This design comes from an exercise in tuning for small area on the open sky130 flow, not from production work. The RTL was checked by simulation tests, not by an equivalence proof against the original design. No driver is modelled on the clock port, so clocking that relies on it looks cheaper here than on a real chip. Power and IR drop assume default switching activity.

[flow/config.mk]
export PLATFORM = sky130hd
export DESIGN_NAME = dbg_top
export DESIGN_NICKNAME = dbg_top
export VERILOG_FILES = /design/flow/design.v
export SDC_FILE = /design/flow/constraint.sdc
export NUM_CORES = 4
export LEC_CHECK = 0
export CAP_MARGIN = 5
export CORE_MARGIN = 2
export CORE_UTILIZATION = 40
export SLEW_MARGIN = 5
export SYNTH_HIERARCHICAL = 1
[flow/constraint.sdc]
create_clock -name core_clock -period 10.0 [get_ports {clk}]
set_input_delay 2.0000 -clock core_clock [delete_from_list [all_inputs] [get_ports {clk}]]
set_output_delay 2.0000 -clock core_clock [all_outputs]
set_load 0.01 [all_outputs]
[flow/design.v]
`timescale 1ns/1ps
module dbg_top (
    input  logic              clk,
    input  logic              clr_mcu_reset,
    input  logic              srx,
    output logic              stx,
    output logic              mcu_reset,
    output logic              cu_pause,
    input  logic              cu_pausable,
    input  logic              cu_paused,
    output logic [31:0]       mem_req_addr,
    output logic [31:0]       mem_req_din,
    output logic              mem_req_en,
    output logic              mem_req_we,
    input  logic [31:0]       mem_dout,
    input  logic [31:0]       pc_next
);
    localparam logic [1:0] RX_IDLE = 2'd0, RX_START = 2'd1, RX_DATA = 2'd2, RX_STOP = 2'd3;
    logic        srx_meta, srx_sync;
    logic [1:0]  rx_state;
    logic [10:0] rx_cnt;
    logic [2:0]  rx_bit;
    logic [1:0]  rx_byte;
    logic        rx_ready;
    logic [31:0] rx_sr;
    logic [31:0] rx_word;
    assign rx_word = {rx_sr[7:0], rx_sr[15:8], rx_sr[23:16], rx_sr[31:24]};
    logic [10:0] rx_cnt_inc;
    logic rx_half, rx_full, rx_gap;
    assign rx_cnt_inc = {rx_cnt[9:0], ~(rx_cnt[10] ^ rx_cnt[7])};
    assign rx_half = rx_cnt[10] & !rx_cnt[9] & rx_cnt[0];                             
    assign rx_full = rx_cnt[9] & rx_cnt[5] & rx_cnt[2] & rx_cnt[0];                   
    assign rx_gap  = !rx_cnt[9] & !rx_cnt[8] & rx_cnt[7] & !rx_cnt[6] & !rx_cnt[5] &
                     !rx_cnt[4] & !rx_cnt[2] & rx_cnt[1] & !rx_cnt[0];                
    always_ff @(posedge clk) begin
        if (clr_mcu_reset) begin
            srx_meta <= 1'b1;
            srx_sync <= 1'b1;
        end else begin
            srx_meta <= srx;
            srx_sync <= srx_meta;
        end
    end
    always_ff @(posedge clk) begin
        if (clr_mcu_reset) begin
            rx_state <= RX_IDLE;
            rx_bit <= '0;
            rx_byte <= '0;
            rx_ready <= 1'b0;
        end else begin
            rx_ready <= 1'b0;
            case (rx_state)
                RX_IDLE: begin
                    if (!srx_sync) begin
                        rx_state <= RX_START;
                    end else if (rx_gap) begin
                        rx_byte <= '0;
                    end
                end
                RX_START: begin
                    if (rx_half) begin
                        rx_state <= srx_sync ? RX_IDLE : RX_DATA;
                    end
                end
                RX_DATA: begin
                    if (rx_full) begin
                        rx_bit <= rx_bit + 1'b1;
                        if (rx_bit == 3'd7) begin
                            rx_state <= RX_STOP;
                        end
                    end
                end
                default: begin
                    if (rx_full) begin
                        rx_state <= RX_IDLE;
                        if (srx_sync) begin
                            rx_byte <= rx_byte + 1'b1;
                            rx_ready <= (rx_byte == 2'd3);
                        end else begin
                            rx_byte <= '0;
                        end
                    end
                end
            endcase
        end
    end
    always_ff @(posedge clk) begin
        if (rx_state == RX_IDLE ? (!srx_sync || rx_byte == 2'd0 || rx_gap) :
            rx_state == RX_START ? rx_half : rx_full) begin
            rx_cnt <= '0;
        end else begin
            rx_cnt <= rx_cnt_inc;
        end
    end
    always_ff @(posedge clk) begin
        if (rx_state == RX_DATA && rx_full) begin
            rx_sr <= {srx_sync, rx_sr[31:1]};
        end
    end
    localparam logic [3:0]
        IDLE           = 4'd0,
        FAILED         = 4'd1,
        WAIT_PAUSED    = 4'd2,
        S_PAUSE        = 4'd3,
        ST_SEND_STATUS = 4'd4,
        RM_WAIT_ADDR   = 4'd5,
        RM_READ_DATA   = 4'd6,
        RM_SEND_DATA   = 4'd7,
        WM_WAIT_ADDR   = 4'd8,
        WM_WAIT_DATA   = 4'd9,
        SHB_WAIT_INDEX = 4'd10,
        SHB_WAIT_ADDR  = 4'd11,
        CHB_WAIT_INDEX = 4'd12,
        CHB_CLEAR      = 4'd13,
        SEND_CKSUM     = 4'd14;
    localparam logic [2:0] SRC_FAIL = 3'b000, SRC_CMD = 3'b001, SRC_MD = 3'b010,
                           SRC_R = 3'b100, SRC_ST = 3'b101, SRC_RMD = 3'b110;
    logic [3:0]  state, next_state;
    logic [31:0] r_acc;
    logic [31:0] md_reg;
    logic        r_mcu_reset;
    logic        r_cu_pause;
    logic [15:0] wait_cnt;       
    logic        timed_out;
    logic        tx_idle;
    logic        tx_send;
    logic [2:0]  tx_src, next_src;
    logic        hb_pause;
    logic        hb_set, hb_clr;
    logic        set_reset, clr_reset, set_pause, clr_pause;
    logic        acc_en, acc_clr, acc_st;
    logic        ld_cmd, ld_md;
    logic        cmd_ok;
    logic [1:0]  status;
    assign timed_out = (wait_cnt & 16'b1111001111111111) == 16'b1100001100010111;
    assign mcu_reset = clr_mcu_reset | r_mcu_reset;
    assign cu_pause = r_cu_pause | hb_pause;
    assign status = {cu_pause, mcu_reset};
    assign cmd_ok = rx_word[31:12] == 20'h0FF00 && rx_word[7:4] == 4'hF &&
                    rx_word[3:0] == ~rx_word[11:8];
    always_comb begin
        next_state = state;
        tx_send = 1'b0;
        next_src = SRC_R;
        mem_req_en = 1'b0;
        hb_set = 1'b0;
        hb_clr = 1'b0;
        {set_reset, clr_reset, set_pause, clr_pause} = '0;
        acc_en = 1'b0;
        acc_clr = 1'b0;
        acc_st = 1'b0;
        ld_cmd = 1'b0;
        ld_md = 1'b0;
        case (state)
            IDLE: begin
                if (rx_ready && cmd_ok && tx_idle) begin
                    acc_en = 1'b1;
                    acc_clr = 1'b1;
                    ld_cmd = 1'b1;
                    next_src = SRC_CMD;
                    case (rx_word[11:8])
                        4'h0: begin set_reset = 1'b1; tx_send = 1'b1; end
                        4'h1: begin clr_reset = 1'b1; tx_send = 1'b1; end
                        4'h7: begin clr_pause = 1'b1; tx_send = 1'b1; end
                        4'h5: begin set_pause = 1'b1; next_state = WAIT_PAUSED; end
                        4'h6: begin clr_pause = 1'b1; next_state = S_PAUSE; end
                        4'h8: begin tx_send = 1'b1; next_state = ST_SEND_STATUS; end
                        4'h9: begin tx_send = 1'b1; next_state = RM_WAIT_ADDR; end
                        4'hA: begin tx_send = 1'b1; next_state = WM_WAIT_ADDR; end
                        4'hD: begin tx_send = 1'b1; next_state = SHB_WAIT_INDEX; end
                        4'hE: begin tx_send = 1'b1; next_state = CHB_WAIT_INDEX; end
                        default: ;
                    endcase
                end
            end
            FAILED: begin
                if (tx_idle) begin
                    next_src = SRC_FAIL;
                    tx_send = 1'b1;
                    next_state = IDLE;
                end
            end
            S_PAUSE: begin
                set_pause = 1'b1;
                next_state = WAIT_PAUSED;
                acc_en = rx_ready;
                acc_clr = 1'b1;
            end
            WAIT_PAUSED: begin
                acc_en = rx_ready;
                acc_clr = 1'b1;
                if (cu_paused || mcu_reset) begin
                    tx_send = 1'b1;
                    next_state = IDLE;
                end
            end
            ST_SEND_STATUS: begin
                if (tx_idle) begin
                    next_src = SRC_ST;
                    tx_send = 1'b1;
                    acc_en = 1'b1;
                    acc_clr = 1'b1;
                    acc_st = 1'b1;
                    next_state = SEND_CKSUM;
                end
            end
            RM_WAIT_ADDR, WM_WAIT_ADDR, SHB_WAIT_INDEX, CHB_WAIT_INDEX: begin
                if (timed_out) begin
                    next_state = FAILED;
                end else if (rx_ready) begin
                    acc_en = 1'b1;
                    acc_clr = 1'b1;
                    case (state)
                        RM_WAIT_ADDR:   next_state = RM_READ_DATA;
                        WM_WAIT_ADDR:   next_state = WM_WAIT_DATA;
                        SHB_WAIT_INDEX: next_state = SHB_WAIT_ADDR;
                        default:        next_state = CHB_CLEAR;
                    endcase
                end
            end
            RM_READ_DATA: begin
                if (tx_idle) begin
                    mem_req_en = 1'b1;
                    next_state = RM_SEND_DATA;
                end
            end
            RM_SEND_DATA: begin
                ld_md = 1'b1;
                next_src = SRC_MD;
                tx_send = 1'b1;
                next_state = SEND_CKSUM;
            end
            WM_WAIT_DATA, SHB_WAIT_ADDR: begin
                if (timed_out) begin
                    next_state = FAILED;
                end else if (rx_ready) begin
                    mem_req_en = (state == WM_WAIT_DATA);
                    hb_set = (state == SHB_WAIT_ADDR);
                    acc_en = 1'b1;
                    next_state = SEND_CKSUM;
                end
            end
            CHB_CLEAR: begin
                hb_clr = 1'b1;
                next_state = SEND_CKSUM;
            end
            SEND_CKSUM: begin
                if (tx_idle) begin
                    next_src = (tx_src == SRC_MD) ? SRC_RMD :
                               (tx_src == SRC_ST) ? SRC_ST : SRC_R;
                    tx_send = 1'b1;
                    next_state = IDLE;
                end
            end
            default: next_state = IDLE;
        endcase
    end
    assign mem_req_we = (state == WM_WAIT_DATA);
    assign mem_req_addr = r_acc;
    assign mem_req_din = rx_word;
    always_ff @(posedge clk) begin
        if (clr_mcu_reset) begin
            state <= IDLE;
            r_mcu_reset <= 1'b0;
            r_cu_pause <= 1'b0;
        end else begin
            state <= next_state;
            if (set_reset) begin
                r_mcu_reset <= 1'b1;
            end else if (clr_reset) begin
                r_mcu_reset <= 1'b0;
            end
            if (set_pause || hb_pause) begin
                r_cu_pause <= 1'b1;
            end else if (clr_pause) begin
                r_cu_pause <= 1'b0;
            end
        end
    end
    always_ff @(posedge clk) begin
        wait_cnt <= rx_ready ? 16'd0 : {wait_cnt[14:0], ~(wait_cnt[15] ^ wait_cnt[12])};
        if (acc_en) begin
            r_acc[31:2] <= (acc_clr ? 30'd0 : r_acc[31:2]) ^ rx_word[31:2];
            r_acc[1:0] <= (acc_clr ? 2'd0 : r_acc[1:0]) ^ (acc_st ? status : rx_word[1:0]);
        end
        if (ld_md) begin
            md_reg <= mem_dout;
        end else if (ld_cmd) begin
            md_reg[11:8] <= rx_word[11:8];
        end
    end
    logic        tx_busy;
    logic [6:0]  tx_cnt;
    logic [3:0]  tx_bit;         
    logic [1:0]  tx_byte;
    logic        tx_full;
    logic [4:0]  tx_idx;         
    logic [31:0] cmd_word;
    logic [31:0] fail_word;
    logic        tx_data;
    assign tx_idle = !tx_busy;
    assign tx_full = (tx_cnt[4:0] == 5'b01000);
    assign tx_idx = {~tx_byte, tx_bit[2:0]};
    assign cmd_word = {16'h0FF0, 4'h0, md_reg[11:8], 4'hF, ~md_reg[11:8]};
    assign fail_word = 32'hF00FF00F;
    always_comb begin
        tx_data = (tx_src[2] & r_acc[tx_idx]) ^ (tx_src[1] & md_reg[tx_idx]);
        if (tx_src[2:1] == 2'b00) begin
            tx_data = tx_src[0] ? cmd_word[tx_idx] : fail_word[tx_idx];
        end else if (tx_src == SRC_ST) begin
            tx_data = (tx_idx[4:1] == 4'd0) & r_acc[tx_idx[0]];
        end
    end
    always_ff @(posedge clk) begin
        if (clr_mcu_reset) begin
            tx_busy <= 1'b0;
            stx <= 1'b1;
            tx_bit <= '0;
            tx_byte <= '0;
        end else if (!tx_busy) begin
            if (tx_send) begin
                tx_busy <= 1'b1;
                stx <= 1'b0;
            end
        end else if (tx_full) begin
            if (tx_bit[3] && tx_bit[0]) begin
                tx_bit <= '0;
                tx_byte <= tx_byte + 1'b1;
                if (tx_byte == 2'd3) begin
                    tx_busy <= 1'b0;
                end else begin
                    stx <= 1'b0;
                end
            end else begin
                stx <= tx_bit[3] | tx_data;
                tx_bit <= tx_bit + 1'b1;
            end
        end
    end
    always_ff @(posedge clk) begin
        if (tx_busy && !tx_full) begin
            tx_cnt <= {tx_cnt[5:0], ~(tx_cnt[6] ^ tx_cnt[5])};
        end else begin
            tx_cnt <= '0;
        end
    end
    always_ff @(posedge clk) begin
        if (!tx_busy && tx_send) begin
            tx_src <= next_src;
        end
    end
    logic [31:0] bp_addr [8];
    logic [7:0]  bp_valid;
    logic [7:0] bp_sel;
    always_comb begin
        for (int i = 0; i < 8; i++) begin
            bp_sel[i] = (r_acc[2:0] == i);
        end
    end
    always_ff @(posedge clk) begin
        for (int i = 0; i < 8; i++) begin
            bp_valid[i] <= !clr_mcu_reset && ((hb_set && bp_sel[i]) || (bp_valid[i] && !(hb_clr && bp_sel[i])));
            if (hb_set && bp_sel[i]) begin
                bp_addr[i] <= rx_word;
            end
        end
    end
    bp_match u_bp_match (
        .bp_addr     ({bp_addr[7], bp_addr[6], bp_addr[5], bp_addr[4],
                       bp_addr[3], bp_addr[2], bp_addr[1], bp_addr[0]}),
        .bp_valid    (bp_valid),
        .pc_next     (pc_next),
        .cu_pausable (cu_pausable),
        .hb_pause    (hb_pause)
    );
endmodule
module bp_match (
    input  logic [255:0] bp_addr,
    input  logic [7:0]   bp_valid,
    input  logic [31:0]  pc_next,
    input  logic         cu_pausable,
    output logic         hb_pause
);
    always_comb begin
        logic hit;
        hit = 1'b0;
        for (int i = 0; i < 8; i++) begin
            hit |= bp_valid[i] && (bp_addr[32*i +: 32] == pc_next);
        end
        hb_pause = cu_pausable && hit;
    end
endmodule
[flow/flow/run.sh]
#!/bin/bash
# The standard layout (standard.sh), with these changes:
#  - ports are buffered with buf_1 instead of the delay buffer buffer_ports picks;
set -euo pipefail
export BUFFER_PORTS_ARGS="-buffer_cell sky130_fd_sc_hd__buf_1"
RES=$PWD/orfs/results/sky130hd/dbg_top/base
LOGS=$PWD/orfs/logs/sky130hd/dbg_top/base

bash standard.sh synth > flow_synth_std.log 2>&1
cp "$RES/1_2_yosys.v" std_1_2_yosys.v
cp "$LOGS/1_2_yosys.log" std_1_2_yosys.log

sed "s|  log_cmd abc {\*}\$abc_args|  source $PWD/flow/abc_pick.tcl|" \
  "$FLOW_HOME/scripts/synth.tcl" > own_synth_core.tcl
sed "s|source \$::env(SCRIPTS_DIR)/synth.tcl|source $PWD/own_synth_core.tcl|" \
  synth_recipe.tcl > own_synth.tcl
own_ok=0
if grep -q abc_pick.tcl own_synth_core.tcl && grep -q own_synth_core.tcl own_synth.tcl; then
  mk=$(grep '^make ' standard.sh | sed "s|SYNTH_SCRIPT=[^ ]*|SYNTH_SCRIPT=$PWD/own_synth.tcl|; s|\"\${@:-finish}\"|do-yosys|")
  if eval "$mk" > flow_synth_own.log 2>&1; then
    own_ok=1
  fi
fi
regs() { awk '$1 ~ /^sky130_fd_sc_hd__(s?e?df|dl[rx]|s?dlclkp)/ {print $1, $2}' "$1" | sort; }
if [[ $own_ok == 1 ]] && [[ -s "$RES/1_2_yosys.v" ]] &&
   cmp -s <(regs std_1_2_yosys.v) <(regs "$RES/1_2_yosys.v") &&
   [[ $(regs std_1_2_yosys.v | wc -l) -gt 0 ]]; then
  echo "own synthesis kept" > synth_choice.log
  cp "$LOGS/1_2_yosys.log" own_1_2_yosys.log
else
  echo "own synthesis dropped, standard netlist restored" > synth_choice.log
  cp std_1_2_yosys.v "$RES/1_2_yosys.v"
fi
touch "$RES/1_2_yosys.v"

bash standard.sh floorplan place > flow_place.log 2>&1

export PLATFORM_DIR=$FLOW_HOME/platforms/sky130hd
export RES
base="-sink_clustering_enable -repair_clock_nets -dont_use_dummy_load"
cands=(
  "$base -buf_list sky130_fd_sc_hd__clkbuf_8"
  "$base -buf_list sky130_fd_sc_hd__clkbuf_2"
  "$base -buf_list sky130_fd_sc_hd__clkbuf_4"
  "$base -buf_list sky130_fd_sc_hd__clkbuf_8 -sink_clustering_size 30 -sink_clustering_max_diameter 50"
  "$base -buf_list sky130_fd_sc_hd__clkbuf_16 -sink_clustering_size 30 -sink_clustering_max_diameter 80"
  "$base -buf_list sky130_fd_sc_hd__clkbuf_16 -sink_clustering_size 40 -sink_clustering_max_diameter 100"
  "$base -buf_list sky130_fd_sc_hd__clkbuf_4 -sink_clustering_size 30 -sink_clustering_max_diameter 30"
  "$base -buf_list sky130_fd_sc_hd__clkbuf_8 -sink_clustering_size 30 -sink_clustering_max_diameter 45"
)
for i in "${!cands[@]}"; do
  CTS_TRY="${cands[$i]}" openroad -no_init -exit flow/cts_eval.tcl > cts_eval_$i.log 2>&1 &
  if (( (i + 1) % 4 == 0 )); then wait; fi
done
wait
best=0; best_area=1e9
for i in "${!cands[@]}"; do
  read -r area slew < <(grep '^CTS_EVAL' cts_eval_$i.log | awk '{print $2, $3}') || continue
  echo "candidate $i: area $area slew $slew: ${cands[$i]}" >> cts_choice.log
  if awk -v s="$slew" -v a="$area" -v b="$best_area" 'BEGIN{exit !(s < 0.112 && a < b)}'; then
    best=$i; best_area=$area
  fi
done
echo "chosen $best" >> cts_choice.log
export CTS_ARGS="${cands[$best]}"
bash standard.sh > flow_finish.log 2>&1
[flow/flow/abc_nf_a.script]
&get -n
&st
&synch2
&nf -R 1000
&put
&get -n
&st
&dch -f
&nf -R 1000
&put
&get -n
&st
&dch -f
&nf -R 1000
&put
topo
[flow/flow/abc_nf_b.script]
&get -n
&st
&dc2
&synch2
&nf -R 1000 -p
&put
&get -n
&st
&dch -f
&nf -R 1000 -p
&put
topo
[flow/flow/abc_nf_c.script]
&get -n
&st
&synch2
&nf -R 1000
&put
&get -n
&st
&dch -f
&nf -R 1000
&put
topo
[flow/flow/abc_pick.tcl]
# Sourced by own_synth_core.tcl in place of ORFS's single abc call: map the
# combinational logic with each ABC script below and keep the result with the
# least standard-cell area, not counting buffers (placement removes those).
# Flip-flops are mapped before this point, so every choice keeps the same
# registers, names and cell types as the standard synthesis.
proc my_logic_area {} {
  set rpt [tee -q -s result.string stat {*}$::lib_args]
  set area 0.0
  set in_modules 1
  foreach line [split $rpt "\n"] {
    if {[string match "*design hierarchy*" $line]} { set in_modules 0 }
    if {$in_modules && [regexp {^\s*\d+\s+([0-9.eE+]+)\s+(sky130_fd_sc_hd__\S+)} $line -> a cell]} {
      if {![string match "*buf_*" $cell]} { set area [expr {$area + $a}] }
    }
  }
  return $area
}

set my_abc_dir [file dirname [info script]]
set my_abc_scripts [list $abc_script]
foreach s {abc_nf_a.script abc_nf_b.script abc_nf_c.script} {
  lappend my_abc_scripts [file join $my_abc_dir $s]
}
design -save my_pre_abc
set my_best_area 1e30
set my_best 0
set my_i 0
foreach s $my_abc_scripts {
  design -load my_pre_abc
  log_cmd abc {*}[lreplace $abc_args 1 1 $s]
  set a [my_logic_area]
  puts "FLOW_ABC $s logic area $a"
  if {$a < $my_best_area} {
    set my_best_area $a
    set my_best $my_i
  }
  design -save my_abc_$my_i
  incr my_i
}
puts "FLOW_ABC chosen [lindex $my_abc_scripts $my_best]"
design -load my_abc_$my_best
[flow/flow/cts_eval.tcl]
# Try one clock tree setting on the placed design and print its buffer area and
# the worst flip-flop clock-pin slew. Nothing is written back.
read_lef $::env(PLATFORM_DIR)/lef/sky130_fd_sc_hd.tlef
read_lef $::env(PLATFORM_DIR)/lef/sky130_fd_sc_hd_merged.lef
read_liberty $::env(PLATFORM_DIR)/lib/sky130_fd_sc_hd__tt_025C_1v80.lib
read_db $::env(RES)/3_place.odb
read_sdc $::env(RES)/3_place.sdc
source $::env(PLATFORM_DIR)/setRC.tcl
set a0 [rsz::design_area]
eval clock_tree_synthesis $::env(CTS_TRY)
set_propagated_clock [all_clocks]
estimate_parasitics -placement
set a1 [rsz::design_area]
set mx 0
foreach pin [get_pins -hierarchical */CLK] {
  foreach p {slew_max_rise slew_max_fall} {
    set s [get_property $pin $p]
    if {$s > $mx} {set mx $s}
  }
}
puts "CTS_EVAL [expr {($a1-$a0)*1e12}] $mx"
[flow/standard.sh]
#!/bin/bash
# synth_recipe.tcl (not shown) runs the flow's synth.tcl, then flattens the netlist and writes it again
# the make line also repeats each setting of config.mk as NAME=value (left out here)
make -C /OpenROAD-flow-scripts/flow DESIGN_CONFIG=/design/flow/config.mk WORK_HOME=/design/flow/orfs CLKGATE_MAP_FILE= SYNTH_SCRIPT=/design/flow/synth_recipe.tcl "${@:-finish}"
==> results of run 1 <==
[final cells by class]
type	count	area (um^2)
Fill cell	4041	23450
Multi-Input combinational cell	725	5142
Timing Repair Buffer	187	889.6
Sequential cell	421	11980
Clock buffer	109	545.5
Antenna cell	5	12.51
Inverter	112	420.4
Tap cell	585	732.0
[logic make-up after synthesis]
kind of cell             synth area share
AO/OA/AOI/OAI                      0.1087
XOR/XNOR                          0.06044
adder cells (fa/ha/maj)          0.007136
buffers and inverters             0.02398
flip-flops                         0.6833
multiplexers                      0.02662
AND/OR/NAND/NOR                   0.08984
[modules after synthesis (local to each module, per instance)]
module	flip-flops and latches	cell area [um^2]
dbg_top	421	14690
bp_match	0	2846
[worst paths after layout]
kind,startpoint,end,cells past startpoint
setup / recovery,pc_next[7],cu_pause,11
hold / removal,wait_cnt[10],wait_cnt[11],1
setup reg to reg,bp_addr[2][15],r_acc[1],12
hold reg to reg,wait_cnt[10],wait_cnt[11],1
[cells in the final DEF, fill, tap and decap left out, types with 6 or more instances in the layout]
| cell | n |
|---|---|
| sky130_fd_sc_hd__o2bb2ai_1 | 21 |
| sky130_fd_sc_hd__a21oi_1 | 25 |
| sky130_fd_sc_hd__ha_1 | 10 |
| sky130_fd_sc_hd__a22oi_1 | 11 |
| sky130_fd_sc_hd__clkbuf_2 | 109 |
| sky130_fd_sc_hd__nor2_1 | 39 |
| sky130_fd_sc_hd__nand3_1 | 24 |
| sky130_fd_sc_hd__or2_0 | 8 |
| sky130_fd_sc_hd__a222oi_1 | 6 |
| sky130_fd_sc_hd__xor2_1 | 59 |
| sky130_fd_sc_hd__xnor2_1 | 62 |
| sky130_fd_sc_hd__nand2b_1 | 11 |
| sky130_fd_sc_hd__nor3_1 | 17 |
| sky130_fd_sc_hd__nor2b_1 | 34 |
| sky130_fd_sc_hd__a221oi_1 | 55 |
| sky130_fd_sc_hd__a31oi_1 | 8 |
| sky130_fd_sc_hd__a22o_1 | 8 |
| sky130_fd_sc_hd__and2_0 | 9 |
| sky130_fd_sc_hd__o21ai_0 | 26 |
| sky130_fd_sc_hd__dfxtp_1 | 66 |
| sky130_fd_sc_hd__mux4_2 | 18 |
| sky130_fd_sc_hd__a211oi_1 | 9 |
| sky130_fd_sc_hd__nor4_1 | 35 |
| sky130_fd_sc_hd__clkinv_1 | 112 |
| sky130_fd_sc_hd__nand2_1 | 86 |
| sky130_fd_sc_hd__o22ai_1 | 64 |
| sky130_fd_sc_hd__buf_4 | 50 |
| sky130_fd_sc_hd__buf_1 | 137 |
| sky130_fd_sc_hd__nand4_1 | 29 |
| sky130_fd_sc_hd__edfxtp_1 | 355 |
[layer usage]
metal | GRT usage | wire, um | vias up
li1 | - | - | 5510
met1 | 0.3564 | 24590 | 6374
met2 | 0.4369 | 28900 | 797
met3 | 0.07176 | 5798 | 186
met4 | 0.1444 | 3139 | 0
met5 | 0 | 0 | -
[Yosys cell counts (3+ instances only)]
cell type	n	area share
sky130_fd_sc_hd__nand2b_1	11	0.0039
sky130_fd_sc_hd__a22o_1	8	0.0040
sky130_fd_sc_hd__nand2_1	86	0.018
sky130_fd_sc_hd__nor3_1	19	0.0054
sky130_fd_sc_hd__and2_0	9	0.0032
sky130_fd_sc_hd__or2_0	8	0.0029
sky130_fd_sc_hd__nand3_1	24	0.0069
sky130_fd_sc_hd__nand4_1	29	0.010
sky130_fd_sc_hd__a211oi_1	9	0.0039
sky130_fd_sc_hd__a31oi_1	8	0.0029
sky130_fd_sc_hd__or4_1	3	0.0013
sky130_fd_sc_hd__clkinv_1	112	0.024
sky130_fd_sc_hd__xnor2_1	62	0.031
sky130_fd_sc_hd__a221oi_1	55	0.027
sky130_fd_sc_hd__nor4_1	35	0.012
sky130_fd_sc_hd__a222oi_1	6	0.0034
sky130_fd_sc_hd__a21oi_1	25	0.0071
sky130_fd_sc_hd__nor2_1	39	0.0083
sky130_fd_sc_hd__a2bb2oi_1	4	0.0020
sky130_fd_sc_hd__mux4_2	18	0.023
sky130_fd_sc_hd__xor2_1	59	0.029
sky130_fd_sc_hd__nor2b_1	34	0.012
sky130_fd_sc_hd__a22oi_1	11	0.0047
sky130_fd_sc_hd__o2111ai_1	3	0.0015
sky130_fd_sc_hd__edfxtp_1	355	0.61
sky130_fd_sc_hd__o2bb2ai_1	21	0.010
sky130_fd_sc_hd__ha_1	10	0.0071
sky130_fd_sc_hd__o22ai_1	64	0.023
sky130_fd_sc_hd__o21ai_0	26	0.0074
sky130_fd_sc_hd__mux2i_1	5	0.0029
sky130_fd_sc_hd__dfxtp_1	66	0.075
sky130_fd_sc_hd__o211ai_1	4	0.0017
sky130_fd_sc_hd__o221ai_1	5	0.0025
[per-stage QoR]
stage	util	hold slack (ns)	worst slack [ns]
finish	0.4569	0.4248	1.897
CTS	0.4566	0.4385	1.997
floorplan	-	0.3909	4.347
global route	0.4569	0.4494	1.834
global placement	0.4439	0.4102	1.799
detailed placement	0.4439	0.4250	2.015
[power groups by stage]
stage	registers (mW)	clock network [mW]	logic (mW)
after floorplan	1.92	0	0.0656
after global placement	1.92	0	0.136
after detailed placement	1.92	0	0.135
after CTS	1.88	0.937	0.136
after global routing	1.88	1.02	0.147
final	1.88	0.912	0.139
[worst max-delay path, cell delays in order]
cell	delay, ns
sky130_fd_sc_hd__buf_1	0.51
sky130_fd_sc_hd__clkinv_1	0.50
sky130_fd_sc_hd__a221oi_1	0.36
sky130_fd_sc_hd__nand3_1	0.17
sky130_fd_sc_hd__nor4_1	0.49
sky130_fd_sc_hd__nand4_1	0.16
sky130_fd_sc_hd__nor4_1	0.64
sky130_fd_sc_hd__nor4_1	0.14
sky130_fd_sc_hd__a21boi_0	0.62
sky130_fd_sc_hd__or2_0	0.28
sky130_fd_sc_hd__buf_1	0.21
==> results.cfg, run 1 <==
[power_and_ir_drop]
cellLeakagePower_nw = 6.304
pwr-share-comb = 0.047
total_power_mw = 2.933
power_density_mw_per_mm2 = 148.7
internal_power_summed_over_all_cells_mw = 2.203
p_seq_frac = 0.642
p_sw_uw = 730.5
netSwitchingFraction = 0.2491
clkPwrFrac = 0.311
vdd_drop_max_v = 0.00008448

[sta]
max-slew-margin-rel = 0.2691
clock-skew-final_ns = 0.1087
fin_crit_sh = 0.8103
final-hold-violation-count = 0
post-route-min-period_ns = 8.103
slew_viol_final = 0
finalSetupViolCount = 0
total_negative_slack_ns = 0
grt_setup_unrepaired = no
worst-slew-pin-transition_ns = 1.096
timing.fmax_mhz = 123.4

[routing]
post_dr_vias_cell = 6.001
drt_wl_total_um = 62420
drt_drc_violations_left = 0
initialDrtViolationCount = 1595
detail_route.first_pass.iterations = 9
num_vias = 12870
antenna_violating_nets_post_route = 0
avgRoutedWirePerCell_um = 29.12

[clock_tree]
cts_tree = yes
clkTransAtPathRegs_ns = 0.10
cts_buffers = 109
clk-insertion-delay-late_ns = 1.10
clock-sinks = 421
post_cts_hold_buffer_count = 0
postCtsSetupRepairBufs = 0
cts.repair.resized = 0

[setup_path]
timing.critical_path.to_type = output port
cp_data_required_time_ns = 8.00
crit_path_max_fanout = 7
worst_reg_to_reg_setup_slack_ns = 6.15
critPathLaunchType = input port
setup.worst_path.class = in -> out
critPathArrivalTime_ns = 6.10

[cells_and_area]
largest_register_ffs = 256
flow.area_growth_from_synthesis_pct = 12.49
finalNonFillerCells = 2144
post-route-cell-area_mm2 = 0.01972
top_register = bp_addr
post_route_cells_drive_above_1_share = 0.1152
layout.nets = 1635

[min_path]
worst_hold_path_type = reg -> reg

[floorplanning]
row_count = 76
fp.dieH_um = 213.4
die_area_mm2 = 0.04553
die_w_um = 213.4
top_level_ports = 138
floorplan.initialDensity = 0.4062
floorplan.core_area_mm2 = 0.04317

[grt]
grt_ovf = 0
initial_antenna_violation_count = 5
gr-usage-all-layers = 0.2780
grt_first_pass_wirelength_um = 88260
largest_net_degree_at_the_start_of_global_routing = 34
first_global_vias = 12680

[logic_synthesis]
synthArstFlopShare = 0
number_of_flops_mapped_to_enable_cells_by_yosys = 355
synth.yosys.warnings = 9
synth_nets = 1337
syn-mean-instance-area_um2 = 13.94
synth_cells = 1258
synthDistinctLibCells = 52
ys_ff_latch = 421
yosysSeqAreaShare = 0.6833
netlist_area_mm2 = 0.01753
ys.flop_type = sky130_fd_sc_hd__edfxtp_1

[placed_design]
dp_hpwl_um = 42980
place_area_mm2 = 0.01917
place_congestion = 1.011
placedCellCount = 2030
io_buffer_count = 137

[status]
status = no timing/DRC/antenna violations

[flow_run]
max-cap-violations = 0
==> run 2, diff against run 1 <==
==> flow/config.mk (replaced) <==
export PLATFORM = sky130hd
export DESIGN_NAME = dbg_top
export DESIGN_NICKNAME = dbg_top
export VERILOG_FILES = /design/flow/design.v
export SDC_FILE = /design/flow/constraint.sdc
export NUM_CORES = 4
export LEC_CHECK = 0
export CAP_MARGIN = 20
export CORE_MARGIN = 2
export CORE_UTILIZATION = 60
export GPL_TIMING_DRIVEN = 0
export SLEW_MARGIN = 20
export SYNTH_HIERARCHICAL = 1
==> run 2 against run 1 <==
  * Largest power group unchanged
  * Clock skew grew 0.0017 ns
  * Critical endpoint unchanged
  * Combinational power shrank 4%
  * Critical path depth shrank 1
  * Count of clock-buffer cells in the layout shrank 8
  * Via count shrank 1.5%
  * Final cell count shrank 12%
  * Cell area shrank 2.4%
  * Synthesized cell count is the same
  * Routed wire length shrank 14%
==> results.cfg, run 2 <==
[status]
status = no timing/DRC/antenna violations

[floorplanning]
fp.dieH_um = 175.0
die_area_mm2 = 0.03061
die_w_um = 175.0
floorplan.core_area_mm2 = 0.02870
top_level_ports = 138
row_count = 62
floorplan.initialDensity = 0.6109

[cells_and_area]
post_route_cells_drive_above_1_share = 0.09356
sequential_cell_area_mm2 = 0.01198
largest_register_ffs = 256
most-common-layout-cells = sky130_fd_sc_hd__edfxtp_1 (355), sky130_fd_sc_hd__buf_1 (136), sky130_fd_sc_hd__clkinv_1 (106)
mostFrequentLayoutCell = sky130_fd_sc_hd__edfxtp_1
flow.area_growth_from_synthesis_pct = 9.776
fill_count = 2127
layout.nets = 1588
finalNonFillerCells = 1894
post-route-cell-area_mm2 = 0.01925
top_register = bp_addr
multi_input_area_mm2 = 0.005144

[power_and_ir_drop]
total_power_mw = 2.872
clkPwrFrac = 0.298
p_sw_uw = 692.8
power_density_mw_per_mm2 = 149.2
p_seq_frac = 0.655
internal_power_summed_over_all_cells_mw = 2.179
netSwitchingFraction = 0.2413
pwr-share-comb = 0.047
cellLeakagePower_nw = 6.146
vdd_drop_max_v = 0.0001071

[sta]
total_negative_slack_ns = 0
clock-skew-final_ns = 0.1104
timing.fmax_mhz = 123.9
final-hold-violation-count = 0
fin_crit_sh = 0.8070
layout_setup_ws_ns = 1.930
max-slew-margin-rel = 0.2002
grt_setup_unrepaired = no
slew_viol_final = 0
post-route-min-period_ns = 8.070
worst-slew-pin-transition_ns = 1.200
finalSetupViolCount = 0

[clock_tree]
clk-insertion-delay-late_ns = 0.94
cts.repair.resized = 0
cts_buffers = 101
clock-sinks = 421
clkTransAtPathRegs_ns = 0.09
cts_tree = yes
postCtsSetupRepairBufs = 0
post_cts_hold_buffer_count = 0

[logic_synthesis]
yosysSeqAreaShare = 0.6833
netlist_top_cells_area = sky130_fd_sc_hd__edfxtp_1 (61%), sky130_fd_sc_hd__dfxtp_1 (7.5%), sky130_fd_sc_hd__xnor2_1 (3.1%)
number_of_flops_mapped_to_enable_cells_by_yosys = 355
synth.yosys.warnings = 9
synth_top_area_share = 0.6080
synth_cells = 1258
synth.cells.most_frequent = sky130_fd_sc_hd__edfxtp_1 (355), sky130_fd_sc_hd__clkinv_1 (112), sky130_fd_sc_hd__nand2_1 (86)
synthDistinctLibCells = 52
ys.flop_type = sky130_fd_sc_hd__edfxtp_1
post_synth_top_area_cell = sky130_fd_sc_hd__edfxtp_1
syn-mean-instance-area_um2 = 13.94
synth_nets = 1337
yosysMostFrequentCell = sky130_fd_sc_hd__edfxtp_1
synthArstFlopShare = 0
ys_ff_latch = 421
netlist_area_mm2 = 0.01753

[routing]
drt_drc_violations_left = 0
antenna_violating_nets_post_route = 0
num_vias = 12670
drt_wl_total_um = 53900
initialDrtViolationCount = 1682
detail_route.first_pass.iterations = 6
post_dr_vias_cell = 6.688
avgRoutedWirePerCell_um = 28.46

[min_path]
hp-start = wait_cnt[7]
worst_hold_path_type = reg -> reg

[grt]
initial_antenna_violation_count = 6
gr-usage-all-layers = 0.3555
largest_net_degree_at_the_start_of_global_routing = 35
grt_ovf = 0
first_global_vias = 12050
grt_first_pass_wirelength_um = 77400

[placed_design]
placement.setup.worst_slack_ns = 2.044
place_congestion = 0.9487
place_area_mm2 = 0.01864
placedCellCount = 1786
io_buffer_count = 137
dp_hpwl_um = 34530

[setup_path]
critPathArrivalTime_ns = 6.07
cp-startpoint = pc_next[18]
cp_max_delay_cell = sky130_fd_sc_hd__nor4_1
critPathLaunchType = input port
crit_path_max_fanout = 8
cp_data_required_time_ns = 8.00
critical_path_cell_by_cell = buf_1 > clkinv_1 > o2bb2ai_1 > nor4_1 > nand4_1 > nor4_1 > nor4_1 > a21boi_0 > or2_0 > buf_1
critPathMaxStageDelay_ns = 0.75
timing.rr.start = rx_sr[9]
cp_common_cell = sky130_fd_sc_hd__nor4_1
timing.critical_path.to_type = output port
setup.worst_path.class = in -> out

[flow_run]
max-cap-violations = 0
-- run 2: cell counts after synthesis --
Identical to the previous run, type by type.
-- run 2: through the flow --
step,hold slack [ns],utilization
after floorplan,0.3909,-
after global placement,0.3981,0.6456
after detailed placement,0.3976,0.6494
after CTS,0.3684,0.6670
after global routing,0.3705,0.6705
final,0.3741,0.6706
-- run 2: power groups by stage --
| stage | clock [mW] | combinational, mW | sequential [mW] |
|---|---|---|---|
| floorplan | 0 | 0.0656 | 1.92 |
| global placement | 0 | 0.128 | 1.92 |
| detailed placement | 0 | 0.130 | 1.92 |
| CTS | 0.864 | 0.131 | 1.88 |
| global route | 0.951 | 0.142 | 1.88 |
| finish | 0.856 | 0.134 | 1.88 |
-- run 2: modules after synthesis (local to each module, per instance) --
| module | flops+latches | area [um^2] |
|---|---|---|
| dbg_top | 421 | 14690 |
| bp_match | 0 | 2846 |
-- run 2: area by class of cell --
class | count | area share
flip-flops and latches | 421 | 0.6225
inverters | 112 | 0.02210
repair buffers | 148 | 0.03653
clock buffers | 101 | 0.02626
well taps | 384 | 0.02496
multi-input cells | 725 | 0.2672
diodes | 3 | 0.0003900
-- run 2: worst paths after layout --
check | endpoint | slack, ns | cells past startpoint
min reg2reg | wait_cnt[8] | 0.37 | 1
max | cu_pause | 1.93 | 10
max reg2reg | r_acc[1] | 6.39 | 7
min | wait_cnt[8] | 0.37 | 1
-- run 2: cell families (layout without fill, tap and decap cells) --
kind of cell,after synthesis,in the layout,share of synthesized area
buffers and inverters,112,361,0.02398
other,0,3,0
muxes,24,24,0.02662
xor gates and xnor gates,121,121,0.06044
adders and majority gates,10,10,0.007136
and+or+nand+nor,307,307,0.08984
AOI/OAI and AO/OA,263,263,0.1087
DFF,421,421,0.6833
-- run 2: critical path, delay by kind of cell --
kind | cells | cell delay [ns]
simple gates | 5 | 1.83
compound gates | 2 | 0.85
buf+inv | 3 | 1.38
-- run 2: per-layer routing --
metal | vias up | routed length, um | GRT usage
li1 | 5415 | - | -
met1 | 6087 | 19330 | 0.4727
met2 | 936 | 23860 | 0.5287
met3 | 228 | 6888 | 0.08899
met4 | 2 | 3812 | 0.2240
met5 | - | 13 | 0
==> run 3, diff against run 2 <==
--- a/flow/config.mk
+++ b/flow/config.mk
@@ -7,7 +7,7 @@
 export LEC_CHECK = 0
 export CAP_MARGIN = 20
 export CORE_MARGIN = 2
-export CORE_UTILIZATION = 60
+export CORE_UTILIZATION = 40
 export GPL_TIMING_DRIVEN = 0
 export SLEW_MARGIN = 20
 export SYNTH_HIERARCHICAL = 1
==> run 3 against run 2 <==
  * Highest routed layer is now met4
  * Still clean on timing, DRC and antenna
  * Critical path type unchanged
  * Critical endpoint unchanged
  * First-iteration DRC count is 1.4% lower
  * Final cell count is 11% higher
  * Largest cell class unchanged
  * Cell area is 1.4% higher
==> results.cfg, run 3 <==
[status]
status = no timing/DRC/antenna violations

[flow_run]
max-cap-violations = 0

[floorplanning]
die_w_um = 213.4
top_level_ports = 138
floorplan.core_area_mm2 = 0.04317
floorplan.initialDensity = 0.4062
fp.dieH_um = 213.4
die_area_mm2 = 0.04553
row_count = 76

[cells_and_area]
post_route_cells_drive_above_1_share = 0.09841
post-route-cell-area_mm2 = 0.01952
flow.area_growth_from_synthesis_pct = 11.32
layout.nets = 1595
most-common-layout-cells = sky130_fd_sc_hd__edfxtp_1 (355), sky130_fd_sc_hd__buf_1 (136), sky130_fd_sc_hd__clkbuf_2 (106)
largest_register_ffs = 256
mostFrequentLayoutCell = sky130_fd_sc_hd__edfxtp_1
top_register = bp_addr

[sta]
fin_crit_sh = 0.8322
finalSetupViolCount = 0
timing.fmax_mhz = 120.2
final-hold-violation-count = 0
post-route-min-period_ns = 8.322
grt_setup_unrepaired = no
max-slew-margin-rel = 0.2622
worst-slew-pin-transition_ns = 1.107
total_negative_slack_ns = 0
clock-skew-final_ns = 0.1134
slew_viol_final = 0

[logic_synthesis]
synth_cells = 1258
synthArstFlopShare = 0
post_synth_top_area_cell = sky130_fd_sc_hd__edfxtp_1
number_of_flops_mapped_to_enable_cells_by_yosys = 355
synthDistinctLibCells = 52
ys.flop_type = sky130_fd_sc_hd__edfxtp_1
syn-mean-instance-area_um2 = 13.94
synth.yosys.warnings = 9
synth_top_area_share = 0.6080
yosysSeqAreaShare = 0.6833
yosysMostFrequentCell = sky130_fd_sc_hd__edfxtp_1
netlist_area_mm2 = 0.01753
ys_ff_latch = 421
synth_nets = 1337
synth.cells.most_frequent = sky130_fd_sc_hd__edfxtp_1 (355), sky130_fd_sc_hd__clkinv_1 (112), sky130_fd_sc_hd__nand2_1 (86)
netlist_top_cells_area = sky130_fd_sc_hd__edfxtp_1 (61%), sky130_fd_sc_hd__dfxtp_1 (7.5%), sky130_fd_sc_hd__xnor2_1 (3.1%)

[grt]
initial_antenna_violation_count = 3
gr-usage-all-layers = 0.2566
grt_ovf = 0
largest_net_degree_at_the_start_of_global_routing = 34
first_global_vias = 12300
grt_first_pass_wirelength_um = 82100

[setup_path]
cp_data_required_time_ns = 8.00
critPathLaunchType = input port
critPathArrivalTime_ns = 6.32
timing.critical_path.to_type = output port
crit_path_max_fanout = 8
setup.worst_path.class = in -> out

[routing]
initialDrtViolationCount = 1659
avgRoutedWirePerCell_um = 27.70
drt_wl_total_um = 58170
antenna_violating_nets_post_route = 0
num_vias = 12790
detail_route.first_pass.iterations = 8
post_dr_vias_cell = 6.092
drt_drc_violations_left = 0

[clock_tree]
cts_buffers = 106
cts.repair.resized = 0
post_cts_hold_buffer_count = 0
clk-insertion-delay-late_ns = 1.09
cts_tree = yes
clock-sinks = 421
postCtsSetupRepairBufs = 0
clkTransAtPathRegs_ns = 0.08

[placed_design]
place_area_mm2 = 0.01899
io_buffer_count = 137
dp_hpwl_um = 37940
place_congestion = 0.9254

[power_and_ir_drop]
vdd_drop_max_v = 0.00008312
power_density_mw_per_mm2 = 149.0
cellLeakagePower_nw = 6.176

[min_path]
worst_hold_path_type = reg -> reg
-- run 3: layout make-up --
class / count / area [um^2]
clock buffer: 106 / 530.5
fill: 3998 / 23650
multi-input combinational: 725 / 5144
tap: 585 / 732.0
antenna: 1 / 2.502
sequential: 421 / 11980
timing repair buffer: 150 / 703.2
inverter: 112 / 424.2
-- run 3: path summary, 6_finish.rpt --
kind / startpoint / end / slack (ns) / cells after the start
worst max-delay path: pc_next[17] / cu_pause / 1.68 / 11
worst min-delay path: srx_meta / srx_sync / 0.42 / 1
worst max register to register: bp_addr[0][16] / r_acc[1] / 6.18 / 11
worst min register to register: srx_meta / srx_sync / 0.42 / 1
-- run 3: routing by layer --
layer | wire (um) | global-route usage | vias up | share of wire
met5 | 0 | 0 | - | 0
met4 | 3052 | 0.1279 | 0 | 0.052
met3 | 6958 | 0.06986 | 171 | 0.12
met2 | 25290 | 0.3847 | 881 | 0.43
met1 | 22880 | 0.3449 | 6313 | 0.39
li1 | - | - | 5428 | -
-- run 3: Yosys stat by module (local to each module, per instance) --
module    flip-flops and latches  cell area [um^2]  cells inside  copies in the design
dbg_top                      421             14690           834                     1
bp_match                       0              2846           424                     1
-- run 3: stage by stage --
step / worst slack [ns] / util / total power [mW] / instances / hold WS, ns
finish: 1.678 / 0.4521 / 2.907 / 2100 / 0.4158
global placement: 1.966 / 0.4350 / 2.052 / 1980 / 0.4239
detailed placement: 2.002 / 0.4398 / 2.054 / 1993 / 0.4166
global route: 1.855 / 0.4521 / 3.011 / 2100 / 0.4379
floorplan: 4.347 / - / 1.986 / 1258 / 0.3909
CTS: 1.981 / 0.4521 / 2.927 / 2099 / 0.4226
-- run 3: cells by family after synthesis --
logic type / share of synthesized area
multiplexers: 0.02662
AND/OR/NAND/NOR: 0.08984
AO/OA/AOI/OAI: 0.1087
buffers and inverters: 0.02398
XOR/XNOR: 0.06044
adder cells (fa/ha/maj): 0.007136
flip-flops: 0.6833
-- run 3: where the power goes --
part	internal (mW)	switching (mW)
logic	0.0400	0.0970
clock network	0.274	0.615
registers	1.88	0.00400
total	2.19	0.716
-- run 3: worst max-delay path, cell delays in order --
cell and delay, ns:
sky130_fd_sc_hd__buf_1 0.78, sky130_fd_sc_hd__clkinv_1 0.61, sky130_fd_sc_hd__a22oi_1 0.32, sky130_fd_sc_hd__o221ai_1 0.17, sky130_fd_sc_hd__nor3_1 0.57, sky130_fd_sc_hd__nand3_1 0.23, sky130_fd_sc_hd__nor4_1 0.42, sky130_fd_sc_hd__nor4_1 0.09
sky130_fd_sc_hd__a21boi_0 0.63, sky130_fd_sc_hd__or2_0 0.29, sky130_fd_sc_hd__buf_1 0.19
==> run 4, diff against run 3 <==
--- a/flow/design.v
+++ b/flow/design.v
@@ -98,21 +98,21 @@
         end
     end
     localparam logic [3:0]
-        IDLE           = 4'd0,
-        FAILED         = 4'd1,
-        WAIT_PAUSED    = 4'd2,
-        S_PAUSE        = 4'd3,
-        ST_SEND_STATUS = 4'd4,
-        RM_WAIT_ADDR   = 4'd5,
-        RM_READ_DATA   = 4'd6,
-        RM_SEND_DATA   = 4'd7,
-        WM_WAIT_ADDR   = 4'd8,
-        WM_WAIT_DATA   = 4'd9,
-        SHB_WAIT_INDEX = 4'd10,
-        SHB_WAIT_ADDR  = 4'd11,
-        CHB_WAIT_INDEX = 4'd12,
-        CHB_CLEAR      = 4'd13,
-        SEND_CKSUM     = 4'd14;
+        IDLE           = 4'b0000,
+        FAILED         = 4'b0001,
+        WAIT_PAUSED    = 4'b0010,
+        S_PAUSE        = 4'b0011,
+        ST_SEND_STATUS = 4'b0100,
+        RM_SEND_DATA   = 4'b0101,
+        SEND_CKSUM     = 4'b0110,
+        RM_WAIT_ADDR   = 4'b1000,
+        WM_WAIT_ADDR   = 4'b1001,
+        SHB_WAIT_INDEX = 4'b1010,
+        CHB_WAIT_INDEX = 4'b1011,
+        RM_READ_DATA   = 4'b1100,
+        WM_WAIT_DATA   = 4'b1101,
+        SHB_WAIT_ADDR  = 4'b1110,
+        CHB_CLEAR      = 4'b1111;
     localparam logic [2:0] SRC_FAIL = 3'b000, SRC_CMD = 3'b001, SRC_MD = 3'b010,
                            SRC_R = 3'b100, SRC_ST = 3'b101, SRC_RMD = 3'b110;
     logic [3:0]  state, next_state;
@@ -210,12 +210,7 @@
                 end else if (rx_ready) begin
                     acc_en = 1'b1;
                     acc_clr = 1'b1;
-                    case (state)
-                        RM_WAIT_ADDR:   next_state = RM_READ_DATA;
-                        WM_WAIT_ADDR:   next_state = WM_WAIT_DATA;
-                        SHB_WAIT_INDEX: next_state = SHB_WAIT_ADDR;
-                        default:        next_state = CHB_CLEAR;
-                    endcase
+                    next_state = state | 4'b0100;
                 end
             end
             RM_READ_DATA: begin
@@ -255,7 +250,7 @@
             default: next_state = IDLE;
         endcase
     end
-    assign mem_req_we = (state == WM_WAIT_DATA);
+    assign mem_req_we = state[0];
     assign mem_req_addr = r_acc;
     assign mem_req_din = rx_word;
     always_ff @(posedge clk) begin
--- a/flow/flow/run.sh
+++ b/flow/flow/run.sh
@@ -42,11 +42,15 @@
   "$base -buf_list sky130_fd_sc_hd__clkbuf_8"
   "$base -buf_list sky130_fd_sc_hd__clkbuf_2"
   "$base -buf_list sky130_fd_sc_hd__clkbuf_4"
-  "$base -buf_list sky130_fd_sc_hd__clkbuf_8 -sink_clustering_size 30 -sink_clustering_max_diameter 50"
+  "$base -buf_list sky130_fd_sc_hd__clkbuf_8 -sink_clustering_size 15 -sink_clustering_max_diameter 100"
+  "$base -buf_list sky130_fd_sc_hd__clkbuf_8 -sink_clustering_size 15 -sink_clustering_max_diameter 60"
+  "$base -buf_list sky130_fd_sc_hd__clkbuf_8 -sink_clustering_size 20 -sink_clustering_max_diameter 80"
+  "$base -buf_list sky130_fd_sc_hd__clkbuf_16 -sink_clustering_size 25 -sink_clustering_max_diameter 100"
+  "$base -buf_list sky130_fd_sc_hd__clkbuf_16 -sink_clustering_size 20 -sink_clustering_max_diameter 100"
   "$base -buf_list sky130_fd_sc_hd__clkbuf_16 -sink_clustering_size 30 -sink_clustering_max_diameter 80"
-  "$base -buf_list sky130_fd_sc_hd__clkbuf_16 -sink_clustering_size 40 -sink_clustering_max_diameter 100"
+  "$base -buf_list sky130_fd_sc_hd__clkbuf_8 -sink_clustering_size 30 -sink_clustering_max_diameter 45"
   "$base -buf_list sky130_fd_sc_hd__clkbuf_4 -sink_clustering_size 30 -sink_clustering_max_diameter 30"
-  "$base -buf_list sky130_fd_sc_hd__clkbuf_8 -sink_clustering_size 30 -sink_clustering_max_diameter 45"
+  "$base -buf_list sky130_fd_sc_hd__clkbuf_4 -sink_clustering_size 12 -sink_clustering_max_diameter 60"
 )
 for i in "${!cands[@]}"; do
   CTS_TRY="${cands[$i]}" openroad -no_init -exit flow/cts_eval.tcl > cts_eval_$i.log 2>&1 &
@@ -57,7 +61,7 @@
 for i in "${!cands[@]}"; do
   read -r area slew < <(grep '^CTS_EVAL' cts_eval_$i.log | awk '{print $2, $3}') || continue
   echo "candidate $i: area $area slew $slew: ${cands[$i]}" >> cts_choice.log
-  if awk -v s="$slew" -v a="$area" -v b="$best_area" 'BEGIN{exit !(s < 0.112 && a < b)}'; then
+  if awk -v s="$slew" -v a="$area" -v b="$best_area" 'BEGIN{exit !(s < 0.105 && a < b)}'; then
     best=$i; best_area=$area
   fi
 done
==> run 4 against run 3 <==
  * Routed wire length decreased by 3.7%
  * Count of clock-buffer cells in the layout shrank 86
  * Still clean on timing, DRC and antenna
  * Sequential power about the same
  * First-iteration DRC count decreased by 31%
  * Total power is 0.84% higher
  * Global-route usage fell by 1.1 points
  * Sequential share of layout area down 0.20 points
  * Hold slack improved by 0.013 ns
  * Synthesized cell count down 1.9%
==> results.cfg, run 4 <==
[placed_design]
place_congestion = 0.9224
dp_hpwl_um = 38020
io_buffer_count = 137
place_area_mm2 = 0.01907

[logic_synthesis]
synth_nets = 1312
syn-mean-instance-area_um2 = 14.12
yosysMostFrequentCell = sky130_fd_sc_hd__edfxtp_1
ys_ff_latch = 421
synthArstFlopShare = 0
synth.yosys.warnings = 9
synth.cells.most_frequent = sky130_fd_sc_hd__edfxtp_1 (355), sky130_fd_sc_hd__clkinv_1 (95), sky130_fd_sc_hd__dfxtp_1 (66), sky130_fd_sc_hd__nor2_1 (66), sky130_fd_sc_hd__o22ai_1 (63)
ys.flop_type = sky130_fd_sc_hd__edfxtp_1
synthDistinctLibCells = 51
netlist_area_mm2 = 0.01742
yosysSeqAreaShare = 0.6879
synth_cells = 1234
number_of_flops_mapped_to_enable_cells_by_yosys = 355
post_synth_top_area_cell = sky130_fd_sc_hd__edfxtp_1
synth_top_area_share = 0.6120
netlist_top_cells_area = sky130_fd_sc_hd__edfxtp_1 (61%), sky130_fd_sc_hd__dfxtp_1 (7.6%), sky130_fd_sc_hd__a221oi_1 (2.9%)

[floorplanning]
row_count = 76
die_area_mm2 = 0.04523
floorplan.initialDensity = 0.4052
fp.dieH_um = 212.7
die_w_um = 212.7
floorplan.core_area_mm2 = 0.04298
top_level_ports = 138

[routing]
num_vias = 12040
detail_route.first_pass.iterations = 6
drt_wl_total_um = 56030
antenna_violating_nets_post_route = 0
initialDrtViolationCount = 1145
post_dr_vias_cell = 6.027
avgRoutedWirePerCell_um = 28.04
drt_drc_violations_left = 0

[setup_path]
crit_path_max_fanout = 8
cp_data_required_time_ns = 8.00
critPathArrivalTime_ns = 6.08
cp_max_delay_cell = sky130_fd_sc_hd__a21boi_0
timing.critical_path.to_type = output port
critical_path_cell_by_cell = buf_1 > clkinv_1 > a221oi_1 > o2111ai_1 > nor4_1 > nand4_1 > nor4_1 > nor4_1 > a21boi_0 > or2_0 > buf_1
cp_common_cell = sky130_fd_sc_hd__nor4_1
critPathLaunchType = input port
setup.worst_path.class = in -> out
critPathMaxStageDelay_ns = 0.65
worst_reg_to_reg_setup_slack_ns = 6.09

[power_and_ir_drop]
clkPwrFrac = 0.304
p_seq_frac = 0.643
internal_power_summed_over_all_cells_mw = 2.289
total_power_mw = 2.932
power_density_mw_per_mm2 = 149.7
pwr-share-comb = 0.053
netSwitchingFraction = 0.2193
vdd_drop_max_v = 0.00009256
p_sw_uw = 642.9
cellLeakagePower_nw = 5.908

[clock_tree]
clkTransAtPathRegs_ns = 0.09
cts_tree = yes
cts.repair.resized = 0
clock-sinks = 421
post_cts_hold_buffer_count = 0
cts_buffers = 20
postCtsSetupRepairBufs = 0
clk-insertion-delay-late_ns = 0.54

[sta]
holdWs_ns = 0.4286
post-route-min-period_ns = 8.075
max-slew-margin-rel = 0.2495
timing.fmax_mhz = 123.8
clock-skew-final_ns = 0.01694
worst-slew-pin-transition_ns = 1.126
fin_crit_sh = 0.8075
total_negative_slack_ns = 0
finalSetupViolCount = 0
grt_setup_unrepaired = no
final-hold-violation-count = 0
slew_viol_final = 0

[cells_and_area]
largest_register_ffs = 256
post_route_cells_drive_above_1_share = 0.05028
sequential_cell_area_mm2 = 0.01198
multi_input_area_mm2 = 0.005166
post-route-cell-area_mm2 = 0.01958
fill_count = 3926
most-common-layout-cells = sky130_fd_sc_hd__edfxtp_1 (355), sky130_fd_sc_hd__buf_1 (136), sky130_fd_sc_hd__clkinv_1 (95)
flow.area_growth_from_synthesis_pct = 12.43
layout.nets = 1492
top_register = bp_addr
mostFrequentLayoutCell = sky130_fd_sc_hd__edfxtp_1

[grt]
gr-usage-all-layers = 0.2459
initial_antenna_violation_count = 2
grt_ovf = 0
largest_net_degree_at_the_start_of_global_routing = 34
grt_first_pass_wirelength_um = 79110
first_global_vias = 11460

[min_path]
worst_hold_path_type = reg -> reg

[status]
status = no timing/DRC/antenna violations

[flow_run]
max-cap-violations = 0
## run 4: cell types whose count changed after synthesis, moves of 8 or more
cell,delta
sky130_fd_sc_hd__clkinv_1,-17
sky130_fd_sc_hd__nor2b_1,-11
sky130_fd_sc_hd__xor2_1,-13
sky130_fd_sc_hd__nor2_1,+27
sky130_fd_sc_hd__nand4_1,-8
sky130_fd_sc_hd__o2bb2ai_1,+12
sky130_fd_sc_hd__nand2_1,-24
## run 4: power groups by stage
stage	sequential [mW]	clock [mW]	combinational, mW
2_1_floorplan	1.93	0	0.0841
3_3_place_gp	1.93	0	0.148
3_5_place_dp	1.93	0	0.151
4_1_cts	1.89	0.900	0.152
5_1_grt	1.89	0.953	0.168
6_report	1.89	0.890	0.155
## run 4: area by class of cell
cell class | count | share of cell area
antenna | 1 | 0.0001278
clock buffer | 20 | 0.02556
inverter | 95 | 0.01821
multi-input combinational | 718 | 0.2638
sequential | 421 | 0.6119
tap | 585 | 0.03738
timing repair buffer | 158 | 0.04306
## run 4: final timing paths
| check | from | to | cells past startpoint |
|---|---|---|---|
| setup / recovery | pc_next[22] | cu_pause | 11 |
| hold / removal | srx_meta | srx_sync | 1 |
| setup reg to reg | rx_sr[4] | stx | 10 |
| hold reg to reg | srx_meta | srx_sync | 1 |
## run 4: metrics by stage
step,util,setup slack (ns),std cells
after global routing,0.4556,1.921,1997
final,0.4556,1.925,1998
after global placement,0.4342,1.897,1956
after floorplan,-,4.298,1234
after CTS,0.4552,2.118,1996
after detailed placement,0.4436,2.120,1976
## run 4: cell families after synthesis
family | synth area share
buffers and inverters | 0.02047
flip-flops | 0.6879
AND/OR/NAND/NOR | 0.09152
XOR/XNOR | 0.05230
AO/OA/AOI/OAI | 0.1159
multiplexers | 0.02550
adder cells (fa/ha/maj) | 0.006465
## run 4: per-module statistics from Yosys, one instance, submodules excluded
module / flip-flops and latches / area [um^2] / copies in the design
dbg_top: 421 / 14590 / 1
bp_match: 0 / 2825 / 1
## run 4: critical path, delay by kind of cell
| kind | cells | cell delay (ns) |
|---|---|---|
| buffers and inverters | 3 | 1.24 |
| AOI/OAI and AO/OA | 3 | 1.28 |
| and+or+nand+nor | 5 | 1.54 |
## run 4: routing by layer
metal	wire length (um)	vias to the layer above	GRT usage
met1	22130	5982	0.3327
met2	25740	741	0.3931
met4	2123	2	0.08681
met3	6023	114	0.05280
li1	-	5202	-
met5	12	-	0

## static timing again, ports no longer ideal
In the flow no input, the clock included, has a driving cell. The finished layouts below were timed again as built, in two steps.
Step 1, drivers: a clkbuf_16 drives clk and a buf_2 each remaining input, both assumed.
Step 2 times the ports against the registers' clock, not the clock port: input delays grow and output delays shrink by t, the midpoint of the rising clock arrivals with the driver on.
Slacks: no drivers / after step 1 / after step 2; pairs: no drivers / after step 1.
| run | t, ns | setup slack, ns | latest minus earliest clock arrival (ns) |
|---|---|---|---|
| run 1 | 1.099 | 1.897 / 1.863 / 1.863 | 0.109 / 0.109 |
| run 2 | 0.932 | 1.930 / 1.903 / 1.903 | 0.111 / 0.111 |
| run 3 | 1.086 | 1.678 / 1.647 / 1.647 | 0.114 / 0.114 |
| run 4 | 0.585 | 1.925 / 1.898 / 1.898 | 0.022 / 0.022 |
After both steps every run listed still meets setup and hold. For run 1, which loses most, drivers alone change the setup slack by -0.034 ns; drivers and shift together by -0.034 ns.
